This design comes from an exercise in tuning for small area on the open sky130 flow, not from production work. At most, simulation tests tie the RTL to the original design; equivalence was not proved. The clock port is modelled as an ideal driver; clocking choices that lean on that would not hold on a real chip. No activity file was given, so power comes from the tool's default toggle rates.

== build 50 ==
Design timer_heap_scheduler_core, start of the top module:
module timer_heap_scheduler_core
#(
  parameter int DEPTH = ths_pkg::DEPTH_DEF
) (
  input  logic        clk,
  input  logic        rst_n,
  input  logic        start,
  output logic        busy,
  input  logic        in_operation,
  input  logic [15:0] in_delay,
  input  logic [7:0]  in_timer_id,
  output logic        out_valid,
  output logic [1:0]  out_kind,
  output logic [7:0]  out_fired_id,
  output logic [31:0] out_at_time,
  output logic        out_last
);
export LEC_CHECK = 0
export CAP_MARGIN = 20
export CORE_MARGIN = 2
export CORE_UTILIZATION = 65
export CTS_CLUSTER_DIAMETER = 80
export CTS_CLUSTER_SIZE = 36
export PLACE_DENSITY = 0.8
export SLEW_MARGIN = 20
create_clock -name core_clock -period 9.0 [get_ports {clk}]
standard.sh (not shown) runs the stock make flow with config.mk's settings and CLKGATE_MAP_FILE= SYNTH_SCRIPT=/design/flow/synth_recipe.tcl, a recipe that flattens the netlist after the stock synthesis.
==> flow/flow/run.sh <==
#!/bin/bash
# Layout flow: the standard ORFS flow with these changes, which leave the design and
# the measurement alone:
#  - synthesis is the standard flow's own script (synth_recipe.tcl) with ABC's combinational mapping
#    done by an area-oriented script (flow/area.abc) instead of ORFS's speed script;
#    registers, their names and cell types come out as in the standard synthesis;
#    ORFS's half-adder extraction is skipped (ADDER_MAP_FILE empty) so that ABC maps the
#    counters together with their enable and reset logic;
#  - the port buffers are the smallest buffer cell (sky130_fd_sc_hd__buf_1); every input
#    and output port still gets its own buffer.
#  - clock tree synthesis: the sink clusters (36 flip-flops, 80 um) are driven by
#    clkbuf_16 and the root and branch buffers above them are clkbuf_8 (they only drive a few
#    clkbuf_16 inputs); no dummy loads (-dont_use_dummy_load). The tree is still built
#    by TritonCTS with ORFS's other arguments; every flip-flop gets its clock from a
#    clkbuf_16 leaf buffer.
# Full tool output: flow_standard.log (and ORFS's per-step logs under orfs/logs).
set -euo pipefail
W=$PWD
ABC_SCRIPT=$W/flow/area.abc
cat > $W/area_synth.tcl <<EOT
proc synth {args} { yosys synth -nofsm -noshare {*}\$args }
proc abc {args} {
  set i [lsearch -exact \$args -script]
  if { \$i >= 0 } { lset args [expr {\$i + 1}] $ABC_SCRIPT }
  yosys abc {*}\$args
}
source \$::env(SCRIPTS_DIR)/synth.tcl
# left out here: clear keep_hierarchy, flatten, clean up
yosys rename -hide {w:*\$func\$*}
write_verilog -noattr -nohex -nodec \$::env(RESULTS_DIR)/1_2_yosys.v
EOT
bash standard.sh SYNTH_SCRIPT=$W/area_synth.tcl ADDER_MAP_FILE= \
  "BUFFER_PORTS_ARGS=-buffer_cell sky130_fd_sc_hd__buf_1" \
  "CTS_ARGS=-sink_clustering_enable -repair_clock_nets -sink_clustering_size 36 -sink_clustering_max_diameter 80 -dont_use_dummy_load -buf_list {sky130_fd_sc_hd__clkbuf_8 sky130_fd_sc_hd__clkbuf_16} -root_buf sky130_fd_sc_hd__clkbuf_8 -tree_buf sky130_fd_sc_hd__clkbuf_8 -sink_clustering_buffer sky130_fd_sc_hd__clkbuf_16" \
  finish > flow_standard.log 2>&1
==> flow/flow/area.abc <==
strash
&get -n
&fraig -x
&put
scorr
dc2
strash
&get -n
&dch -f
&nf -R 1000
&put
strash
&get -n
&dch -f
&nf -R 1000
&put
Build 50 | status: complete | timing, DRC, antenna: pass
Input changes introduced in build 80 (baseline for comparison: build 50):
==> flow/flow/run.sh <==
#!/bin/bash
# Layout flow: the standard ORFS flow with two changes that leave the design and the
# measurement alone:
#  - synthesis is the standard flow's own script (synth_recipe.tcl) with ABC's combinational mapping
#    done by an area-oriented script (flow/area.abc) instead of ORFS's speed script;
#    registers, their names and cell types come out as in the standard synthesis;
#    ORFS's half-adder extraction is skipped (ADDER_MAP_FILE empty) so that ABC maps the
#    counters together with their enable and reset logic;
#  - the port buffers are the smallest buffer cell (sky130_fd_sc_hd__buf_1); every input
#    and output port still gets its own buffer.
#  - clock tree synthesis adds no dummy loads (-dont_use_dummy_load); otherwise the same
#    clock_tree_synthesis arguments ORFS builds from CTS_CLUSTER_SIZE/DIAMETER.
# Full tool output: flow_standard.log (and ORFS's per-step logs under orfs/logs).
set -euo pipefail
W=$PWD
ABC_SCRIPT=$W/flow/area.abc
cat > $W/area_synth.tcl <<EOT
proc synth {args} { yosys synth -nofsm -noshare {*}\$args }
proc abc {args} {
  set i [lsearch -exact \$args -script]
  if { \$i >= 0 } { lset args [expr {\$i + 1}] $ABC_SCRIPT }
  yosys abc {*}\$args
}
source \$::env(SCRIPTS_DIR)/synth.tcl
# left out here: clear keep_hierarchy, flatten, clean up
yosys rename -hide {w:*\$func\$*}
write_verilog -noattr -nohex -nodec \$::env(RESULTS_DIR)/1_2_yosys.v
EOT
bash standard.sh SYNTH_SCRIPT=$W/area_synth.tcl ADDER_MAP_FILE= \
  "BUFFER_PORTS_ARGS=-buffer_cell sky130_fd_sc_hd__buf_1" \
  "CTS_ARGS=-sink_clustering_enable -repair_clock_nets -sink_clustering_size 36 -sink_clustering_max_diameter 80 -dont_use_dummy_load" \
  finish > flow_standard.log 2>&1
==> comparison <==
When build 80 is measured against build 50, its overall power of the completed layout turns out 31 µW higher.
Vias: build 80 above build 50
Build 80 ended with less fraction of area in registers than build 50.
The first-pass GRT wire length on build 80 is in line with that on build 50.
Worst hold slack across all endpoints: build 80 vs build 50 — no meaningful difference
Relative to build 80, the following input files were edited for build 63:
- PLACE_DENSITY no longer set, was 0.8
- CORE_UTILIZATION now 60, was 65
- CTS_CLUSTER_SIZE now 30, was 36
- CTS_CLUSTER_DIAMETER now 120, was 80
==> flow/flow/run.sh <==
#!/bin/bash
# Layout flow: the standard ORFS flow with two changes that leave the design and the
# measurement alone:
#  - synthesis is the standard flow's own script (synth_recipe.tcl) with ABC's combinational mapping
#    done by an area-oriented script (flow/area.abc) instead of ORFS's speed script;
#    registers, their names and cell types come out as in the standard synthesis;
#  - the port buffers are the smallest buffer cell (sky130_fd_sc_hd__buf_1); every input
#    and output port still gets its own buffer.
# Full tool output: flow_standard.log (and ORFS's per-step logs under orfs/logs).
set -euo pipefail
W=$PWD
ABC_SCRIPT=$W/flow/area.abc
cat > $W/area_synth.tcl <<EOT
proc synth {args} { yosys synth -nofsm -noshare {*}\$args }
proc abc {args} {
  set i [lsearch -exact \$args -script]
  if { \$i >= 0 } { lset args [expr {\$i + 1}] $ABC_SCRIPT }
  yosys abc {*}\$args
}
source \$::env(SCRIPTS_DIR)/synth.tcl
# left out here: clear keep_hierarchy, flatten, clean up
yosys rename -hide {w:*\$func\$*}
write_verilog -noattr -nohex -nodec \$::env(RESULTS_DIR)/1_2_yosys.v
EOT
bash standard.sh SYNTH_SCRIPT=$W/area_synth.tcl \
  "BUFFER_PORTS_ARGS=-buffer_cell sky130_fd_sc_hd__buf_1" finish > flow_standard.log 2>&1
==> flow/flow/area.abc <==
strash
&get -n
&fraig -x
&put
scorr
dc2
strash
&get -n
&dch -f
&nf -R 1000
&put
Findings:
Build 63 against build 80: leakage power summed over all cells picked up an extra 11%, net switching power picked up an extra about 2.7%, overall power after layout picked up an extra 2.0%. Final layout net count: build 80 and build 63 compared, higher one is build 63.
For build 37, these inputs were changed with respect to build 63:
- CORE_UTILIZATION changed from 60 to 70
- CTS_CLUSTER_SIZE changed from 30 to 36
- CTS_CLUSTER_DIAMETER changed from 120 to 60
- PLACE_DENSITY newly set to 0.85
--- a/flow/flow/run.sh
+++ b/flow/flow/run.sh
@@ -5,6 +5,10 @@
 #    done by an area-oriented script (flow/area.abc) instead of ORFS's speed script;
 #    registers, their names and cell types come out as in the standard synthesis;
+#    ORFS's half-adder extraction is skipped (ADDER_MAP_FILE empty) so that ABC maps the
+#    counters together with their enable and reset logic;
 #  - the port buffers are the smallest buffer cell (sky130_fd_sc_hd__buf_1); every input
 #    and output port still gets its own buffer.
+#  - clock tree synthesis adds no dummy loads (-dont_use_dummy_load); otherwise the same
+#    clock_tree_synthesis arguments ORFS builds from CTS_CLUSTER_SIZE/DIAMETER.
 # Full tool output: flow_standard.log (and ORFS's per-step logs under orfs/logs).
 set -euo pipefail
@@ -23,4 +27,6 @@
 write_verilog -noattr -nohex -nodec \$::env(RESULTS_DIR)/1_2_yosys.v
 EOT
-bash standard.sh SYNTH_SCRIPT=$W/area_synth.tcl \
-  "BUFFER_PORTS_ARGS=-buffer_cell sky130_fd_sc_hd__buf_1" finish > flow_standard.log 2>&1
+bash standard.sh SYNTH_SCRIPT=$W/area_synth.tcl ADDER_MAP_FILE= \
+  "BUFFER_PORTS_ARGS=-buffer_cell sky130_fd_sc_hd__buf_1" \
+  "CTS_ARGS=-sink_clustering_enable -repair_clock_nets -sink_clustering_size 36 -sink_clustering_max_diameter 60 -dont_use_dummy_load" \
+  finish > flow_standard.log 2>&1
--- a/flow/flow/area.abc
+++ b/flow/flow/area.abc
@@ -10,2 +10,7 @@
 &nf -R 1000
 &put
+strash
+&get -n
+&dch -f
+&nf -R 1000
+&put
## What came out
- Build 37 completed end to end with timing, DRC and antenna clean.
- | sequential group share of total power | build 37 vs build 63 | 2.0 points higher |
- Build 63 → build 37: period utilization now larger; core utilization increased 9.9 points.
- Looking at amount of wire on met3 after detailed routing, build 37 sits about 60% above build 63.
- Going from build 63 to build 37, relative area of clock buffers and inverters in the final design now smaller; global-route usage went up by 7.0 points.
- Measured against each other, build 63 and build 37 differ in hold slack, the lower figure coming from build 63.
- Comparing the two runs side by side, build 37 comes out behind build 63 on fmax.
- Build 37 vs build 63 — portion of the post-synthesis area used by sequential elements rose 2.5 points.
- The final reports for build 37 and build 63 show highest net fanout along the worst path higher in the former.

========
Setup of wip/willow:
timer_heap_scheduler_core, a different RTL version from the one above (not shown whole).
For scale: about 460 flip-flops, about 73 I/O pins.
Settings: LEC_CHECK=0, CAP_MARGIN=20, CORE_MARGIN=2, CORE_UTILIZATION=40, SLEW_MARGIN=20; clock period 9.0 ns.
run.sh (not shown) runs the stock make flow with config.mk's settings and CLKGATE_MAP_FILE= SYNTH_SCRIPT=/design/flow/synth_recipe.tcl, a recipe that flattens the netlist after the stock synthesis.
Stock flow here: none of the scripts above is used.
wip/willow | stages: all done | timing, DRC, antenna: all pass
What wip/juniper does differently from wip/willow at the input level:
- a change of CORE_UTILIZATION from 40 to 60
- an added ABC_AREA of 1
- an added CTS_BUF_LIST of sky130_fd_sc_hd__clkbuf_8
### Flow results
As of wip/juniper, area of all placed cells without fillers had risen by a few percent compared to wip/willow. Cmp wip/willow and wip/juniper / core occupancy in the finished layout / higher: wip/juniper. [wip/juniper vs wip/willow] die height: lower in wip/juniper. wip/willow -> wip/juniper: final total power decreased by a few percent. Summary of wip/juniper over wip/willow: total placed instance area picked up an extra about 3.3%; number of cells on the worst reg-to-reg path picked up an extra 4. wip/juniper vs wip/willow — count of clock-buffer cells in the layout climbed by more than a quarter. Per the comparison of wip/juniper with wip/willow, total internal power down 240 µW, distinct cell type count of the synthesized netlist went down, combinational power share rose by 0.9 points.
For wip/fjord, these inputs were changed with respect to wip/juniper:
- CTS_BUF_LIST now sky130_fd_sc_hd__clkbuf_4, was sky130_fd_sc_hd__clkbuf_8
- CORE_UTILIZATION now 70, was 60
Findings:
On wip/fjord: cell count after placement is 40 lower than what wip/juniper gave. Sort wip/juniper and wip/fjord by final cycle utilization of the critical path, ascending, and wip/fjord comes first. wip/fjord: clock buffer instance count of the final layout about 80% above wip/juniper. Going from wip/juniper to wip/fjord, cell count of the worst reg-to-reg path shrinks by 4. [compare] base=wip/juniper new=wip/fjord: met2 usage has increased; first-iteration DRC count climbed 149. Lower number of standard cells in the layout, taps in and fillers out was reported by wip/juniper, not wip/fjord.

========
Another version of the RTL of timer_heap_scheduler_core (not shown whole).
Size: ~840 cells after synthesis, roughly 460 flip-flops, ~73 I/O pins.
clock: 9.0 ns
lec_check: 0
abc_clock_period_in_ps: 50000
cap_margin: 20
core_margin: 2
core_utilization: 60
cts_cluster_diameter: 120
cts_cluster_size: 30
slew_margin: 20
Then changed:
--- a/flow/config.mk
+++ b/flow/config.mk
@@ -6,8 +6,8 @@
 export NUM_CORES = 4
 export LEC_CHECK = 0
-export ABC_CLOCK_PERIOD_IN_PS = 50000
 export CAP_MARGIN = 20
 export CORE_MARGIN = 2
 export CORE_UTILIZATION = 60
+export CTS_BUF_LIST = sky130_fd_sc_hd__clkbuf_8 sky130_fd_sc_hd__clkbuf_16
 export CTS_CLUSTER_DIAMETER = 120
 export CTS_CLUSTER_SIZE = 30
Clock-buffer cell count goes down by 4. Routed wire length stays flat. Fmax barely changes. Core utilization does not change. Register-to-register slack improves by 0.02 ns.
No run of this note included a check of the RTL's function; only the layout flow was run.

========
timer_heap_scheduler_core, a different RTL version from the one above (not shown whole).
Size in the first run: roughly 73 I/O pins.
make LEC_CHECK=0 CAP_MARGIN=20 CORE_MARGIN=2 CORE_UTILIZATION=60 CTS_CLUSTER_DIAMETER=120 CTS_CLUSTER_SIZE=30 SLEW_MARGIN=20 finish   # period 9.0 ns
The baseline completed without violations.
==> next run, changes <==
==> flow/flow/run.sh (new file) <==
#!/bin/bash
# Layout flow: the standard ORFS flow, with the port buffers made from the smallest
# buffer cell (sky130_fd_sc_hd__buf_1) instead of the cell buffer_ports picks by default.
# Every input and output port still gets its own buffer. Full output in flow_standard.log.
set -euo pipefail
bash standard.sh "BUFFER_PORTS_ARGS=-buffer_cell sky130_fd_sc_hd__buf_1" finish > flow_standard.log 2>&1
==> flow/standard.sh (new file) <==
#!/bin/bash
# synth_recipe.tcl (not shown) runs the flow's synth.tcl, then flattens the netlist and writes it again
# the make line also repeats each setting of config.mk as NAME=value (left out here)
make -C /OpenROAD-flow-scripts/flow DESIGN_CONFIG=/design/flow/config.mk WORK_HOME=/design/flow/orfs CLKGATE_MAP_FILE= SYNTH_SCRIPT=/design/flow/synth_recipe.tcl "${@:-finish}"
removed: flow/run.sh
After rerunning:
- The new run passed the timing, design-rule and antenna checks
- final cell count stays the same
- worst hold slack loses 0.010 ns
- die area is unchanged
- cell area drops by 3.5%

========
P:
RTL: one of the versions met above, not the one the previous note started from.
Size in the first run: ~710 cells after synthesis, roughly 11000 um2 of cells after synthesis.
// timer_heap_scheduler_core
module timer_heap_scheduler_core
#(
  parameter int DEPTH = ths_pkg::DEPTH_DEF
) (
  input  logic        clk,
  input  logic        rst_n,
  input  logic        start,
  output logic        busy,
  input  logic        in_operation,
  input  logic [15:0] in_delay,
  input  logic [7:0]  in_timer_id,
  output logic        out_valid,
  output logic [1:0]  out_kind,
  output logic [7:0]  out_fired_id,
  output logic [31:0] out_at_time,
  output logic        out_last
);
==> flow/config.mk <==
export PLATFORM = sky130hd
export DESIGN_NAME = timer_heap_scheduler_core
export DESIGN_NICKNAME = timer_heap_scheduler_core
export VERILOG_FILES = /design/flow/design.v
export SDC_FILE = /design/flow/constraint.sdc
export NUM_CORES = 4
export LEC_CHECK = 0
export CAP_MARGIN = 20
export CORE_MARGIN = 2
export CORE_UTILIZATION = 65
export CTS_CLUSTER_DIAMETER = 80
export CTS_CLUSTER_SIZE = 36
export PLACE_DENSITY = 0.8
export SLEW_MARGIN = 20
==> flow/constraint.sdc <==
create_clock -name core_clock -period 9.0 [get_ports {clk}]
set_input_delay 1.8000 -clock core_clock [delete_from_list [all_inputs] [get_ports {clk}]]
set_output_delay 1.8000 -clock core_clock [all_outputs]
set_load 0.01 [all_outputs]
standard.sh (not shown) runs the stock make flow with config.mk's settings and CLKGATE_MAP_FILE= SYNTH_SCRIPT=/design/flow/synth_recipe.tcl, a recipe that flattens the netlist after the stock synthesis.
==> flow/flow/run.sh <==
#!/bin/bash
# Layout flow: the standard ORFS flow with these changes, which leave the design and
# the measurement alone:
#  - synthesis is the standard flow's own script (synth_recipe.tcl) with ABC's combinational mapping
#    done by an area-oriented script (flow/area.abc) instead of ORFS's speed script;
#    registers, their names and cell types come out as in the standard synthesis;
#    ORFS's half-adder extraction is skipped (ADDER_MAP_FILE empty) so that ABC maps the
#    counters together with their enable and reset logic;
#  - the port buffers are the smallest buffer cell (sky130_fd_sc_hd__buf_1); every input
#    and output port still gets its own buffer.
#  - clock tree synthesis: the sink clusters (36 flip-flops, 80 um) are driven by
#    clkbuf_16 and the root and branch buffers above them are clkbuf_4 (they only drive a few
#    clkbuf_16 inputs); no dummy loads (-dont_use_dummy_load). The tree is still built
#    by TritonCTS with ORFS's other arguments; every flip-flop gets its clock from a
#    clkbuf_16 leaf buffer.
# Full tool output: flow_standard.log (and ORFS's per-step logs under orfs/logs).
set -euo pipefail
W=$PWD
ABC_SCRIPT=$W/flow/area.abc
cat > $W/area_synth.tcl <<EOT
proc synth {args} { yosys synth -nofsm -noshare {*}\$args }
proc abc {args} {
  set i [lsearch -exact \$args -script]
  if { \$i >= 0 } { lset args [expr {\$i + 1}] $ABC_SCRIPT }
  yosys abc {*}\$args
}
source \$::env(SCRIPTS_DIR)/synth.tcl
# left out here: clear keep_hierarchy, flatten, clean up
yosys rename -hide {w:*\$func\$*}
write_verilog -noattr -nohex -nodec \$::env(RESULTS_DIR)/1_2_yosys.v
EOT
bash standard.sh SYNTH_SCRIPT=$W/area_synth.tcl ADDER_MAP_FILE= \
  "BUFFER_PORTS_ARGS=-buffer_cell sky130_fd_sc_hd__buf_1" \
  "CTS_ARGS=-sink_clustering_enable -repair_clock_nets -sink_clustering_size 36 -sink_clustering_max_diameter 80 -dont_use_dummy_load -buf_list {sky130_fd_sc_hd__clkbuf_4 sky130_fd_sc_hd__clkbuf_16} -root_buf sky130_fd_sc_hd__clkbuf_4 -tree_buf sky130_fd_sc_hd__clkbuf_4 -sink_clustering_buffer sky130_fd_sc_hd__clkbuf_16" \
  finish > flow_standard.log 2>&1
==> flow/flow/area.abc <==
strash
&get -n
&fraig -x
&put
scorr
dc2
strash
&get -n
&dch -f
&nf -R 1000
&put
strash
&get -n
&dch -f
&nf -R 1000
&put
The final layout from P, which completed every stage, passed the timing, design-rule and antenna checks at the end of the flow.
### P -> Q
- CTS_CLUSTER_DIAMETER now 120, was 80
- CORE_UTILIZATION now 60, was 65
- PLACE_DENSITY no longer set, was 0.8
- CTS_CLUSTER_SIZE now 32, was 36
-- flow/flow/run.sh --
<<< P, line 2
# Layout flow: the standard ORFS flow with these changes, which leave the design and
# the measurement alone:
>>> Q, line 2
# Layout flow: the standard ORFS flow with two changes that leave the design and the
# measurement alone:
<<< P, line 11
#  - clock tree synthesis: the sink clusters (36 flip-flops, 80 um) are driven by
#    clkbuf_16 and the root and branch buffers above them are clkbuf_4 (they only drive a few
#    clkbuf_16 inputs); no dummy loads (-dont_use_dummy_load). The tree is still built
#    by TritonCTS with ORFS's other arguments; every flip-flop gets its clock from a
#    clkbuf_16 leaf buffer.
>>> Q, line 11
<<< P, line 33
  "BUFFER_PORTS_ARGS=-buffer_cell sky130_fd_sc_hd__buf_1" \
  "CTS_ARGS=-sink_clustering_enable -repair_clock_nets -sink_clustering_size 36 -sink_clustering_max_diameter 80 -dont_use_dummy_load -buf_list {sky130_fd_sc_hd__clkbuf_4 sky130_fd_sc_hd__clkbuf_16} -root_buf sky130_fd_sc_hd__clkbuf_4 -tree_buf sky130_fd_sc_hd__clkbuf_4 -sink_clustering_buffer sky130_fd_sc_hd__clkbuf_16" \
  finish > flow_standard.log 2>&1
>>> Q, line 28
  "BUFFER_PORTS_ARGS=-buffer_cell sky130_fd_sc_hd__buf_1" finish > flow_standard.log 2>&1
### Flow results
- P → Q: number of iterations in the first detailed-routing pass decreased by 1 relative to the old numbers; die height increased by 4.0% relative to the old numbers; combinational fraction of design power closely matched the old numbers.
- Compared with P, in Q total global routing track utilization dropped 2.0 points; final cell area excluding filler cells climbed about 1.6%; number of buffers added by the clock tree synthesis step climbed 2.
Inputs modified between Q and R:
-- flow/flow/run.sh --
<<< Q, line 11
>>> R, line 11
#  - clock tree synthesis adds no dummy loads (-dont_use_dummy_load); otherwise the same
#    clock_tree_synthesis arguments ORFS builds from CTS_CLUSTER_SIZE/DIAMETER.
<<< Q, line 28
  "BUFFER_PORTS_ARGS=-buffer_cell sky130_fd_sc_hd__buf_1" finish > flow_standard.log 2>&1
>>> R, line 30
  "BUFFER_PORTS_ARGS=-buffer_cell sky130_fd_sc_hd__buf_1" \
  "CTS_ARGS=-sink_clustering_enable -repair_clock_nets -sink_clustering_size 32 -sink_clustering_max_diameter 120 -dont_use_dummy_load" \
  finish > flow_standard.log 2>&1
### Flow results
The lower clock-buffer cell count of R and Q is in R. Global-route usage: Q vs R, no meaningful difference. Looking at summed area of non-filler cells in the final layout, R sits about 0.66% below Q. Compared with Q, R shows a clock network fraction of total power that is 1.3 points lower. Setup slack, R and Q: lower on R. Maximum single-stage delay on the critical path: R vs Q — no meaningful difference. Share of the clock period used by the worst path after layout: R vs Q — no meaningful difference. R vs. Q: register share of the cell area went up by 0.52 points. Transition time at the pin with the least slew margin was lower in Q than in R.
### R -> S
- swapping 32 for 30 in CTS_CLUSTER_SIZE
-- flow/flow/run.sh --
<<< R, line 11
#  - clock tree synthesis adds no dummy loads (-dont_use_dummy_load); otherwise the same
#    clock_tree_synthesis arguments ORFS builds from CTS_CLUSTER_SIZE/DIAMETER.
>>> S, line 11
<<< R, line 30
  "BUFFER_PORTS_ARGS=-buffer_cell sky130_fd_sc_hd__buf_1" \
  "CTS_ARGS=-sink_clustering_enable -repair_clock_nets -sink_clustering_size 32 -sink_clustering_max_diameter 120 -dont_use_dummy_load" \
  finish > flow_standard.log 2>&1
>>> S, line 28
  "BUFFER_PORTS_ARGS=-buffer_cell sky130_fd_sc_hd__buf_1" finish > flow_standard.log 2>&1
[summary]
The clock-buffer cell count number comes out lower for R vs S. Sequential share of layout area, S and R: larger value in R. Internal power summed over all cells came out higher on S than on R. From R to S the numbers moved as follows: met3 track utilization from global routing about even, number of fill cells in the layout fell 1.3%, power share of the combinational group about even, combinational power fell about 0.6%.

## port drivers added, routing unchanged
The results above use ideal ports. As a check the final layouts listed here were re-extracted and re-timed, cells and wires unchanged.
Step 1: set_driving_cell puts a clkbuf_16 on clk and a buf_2 on each other input, an assumption about the parent block.
Step 2 also shifts input and output timing later by t, the mid clock arrival at the registers, as if the neighbouring blocks saw the same clock.
Three values: ideal ports, drivers, drivers and shift; two values: the first two.
run | t (ns) | setup WS [ns] | hold slack, ns | worst setup path at the end | worst data-port slew with drivers (ns)
build 50 | 0.580 | 1.489 / 1.504 / 0.924 | 0.291 / 0.291 / 0.291 | input to register | 0.04
build 80 | 0.528 | 1.412 / 1.430 / 0.902 | 0.291 / 0.291 / 0.291 | input to register | 0.04
build 63 | 0.538 | 1.393 / 1.408 / 0.870 | 0.300 / 0.300 / 0.300 | input to register | 0.03
build 37 | 0.539 | 1.184 / 1.198 / 0.659 | 0.306 / 0.306 / 0.306 | input to register | 0.05
wip/willow | 0.556 | 4.907 / 4.921 / 4.366 | 0.318 / 0.318 / 0.318 | input to register | 0.03
wip/juniper | 0.609 | 5.120 / 5.141 / 4.532 | 0.311 / 0.311 / 0.311 | input to register | 0.05
wip/fjord | 0.746 | 5.276 / 5.293 / 4.547 | 0.274 / 0.274 / 0.274 | input to register | 0.07
the first run of note 3 | 0.553 | 5.168 / 5.157 / 4.604 | 0.309 / 0.309 / 0.309 | input to register | 0.06
the second run of note 3 | 0.554 | 5.169 / 5.159 / 4.605 | 0.309 / 0.309 / 0.309 | input to register | 0.06
the first run of note 4 | 0.545 | 4.884 / 4.842 / 4.500 | 0.331 / 0.331 / 0.331 | input to register | 0.05
the second run of note 4 | 0.548 | 5.224 / 5.182 / 4.982 | 0.321 / 0.321 / 0.321 | input to register | 0.05
P | 0.700 | 1.607 / 1.621 / 0.921 | 0.292 / 0.292 / 0.292 | input to register | 0.04
Q | 0.545 | 1.581 / 1.604 / 1.058 | 0.303 / 0.303 / 0.303 | input to register | 0.04
R | 0.525 | 1.576 / 1.599 / 1.074 | 0.255 / 0.255 / 0.255 | input to register | 0.04
S | 0.541 | 1.588 / 1.611 / 1.070 | 0.313 / 0.313 / 0.313 | input to register | 0.04
After both steps every run listed still meets setup and hold. For wip/fjord, which loses most, drivers alone change the setup slack by +0.017 ns; drivers and shift together by -0.729 ns.
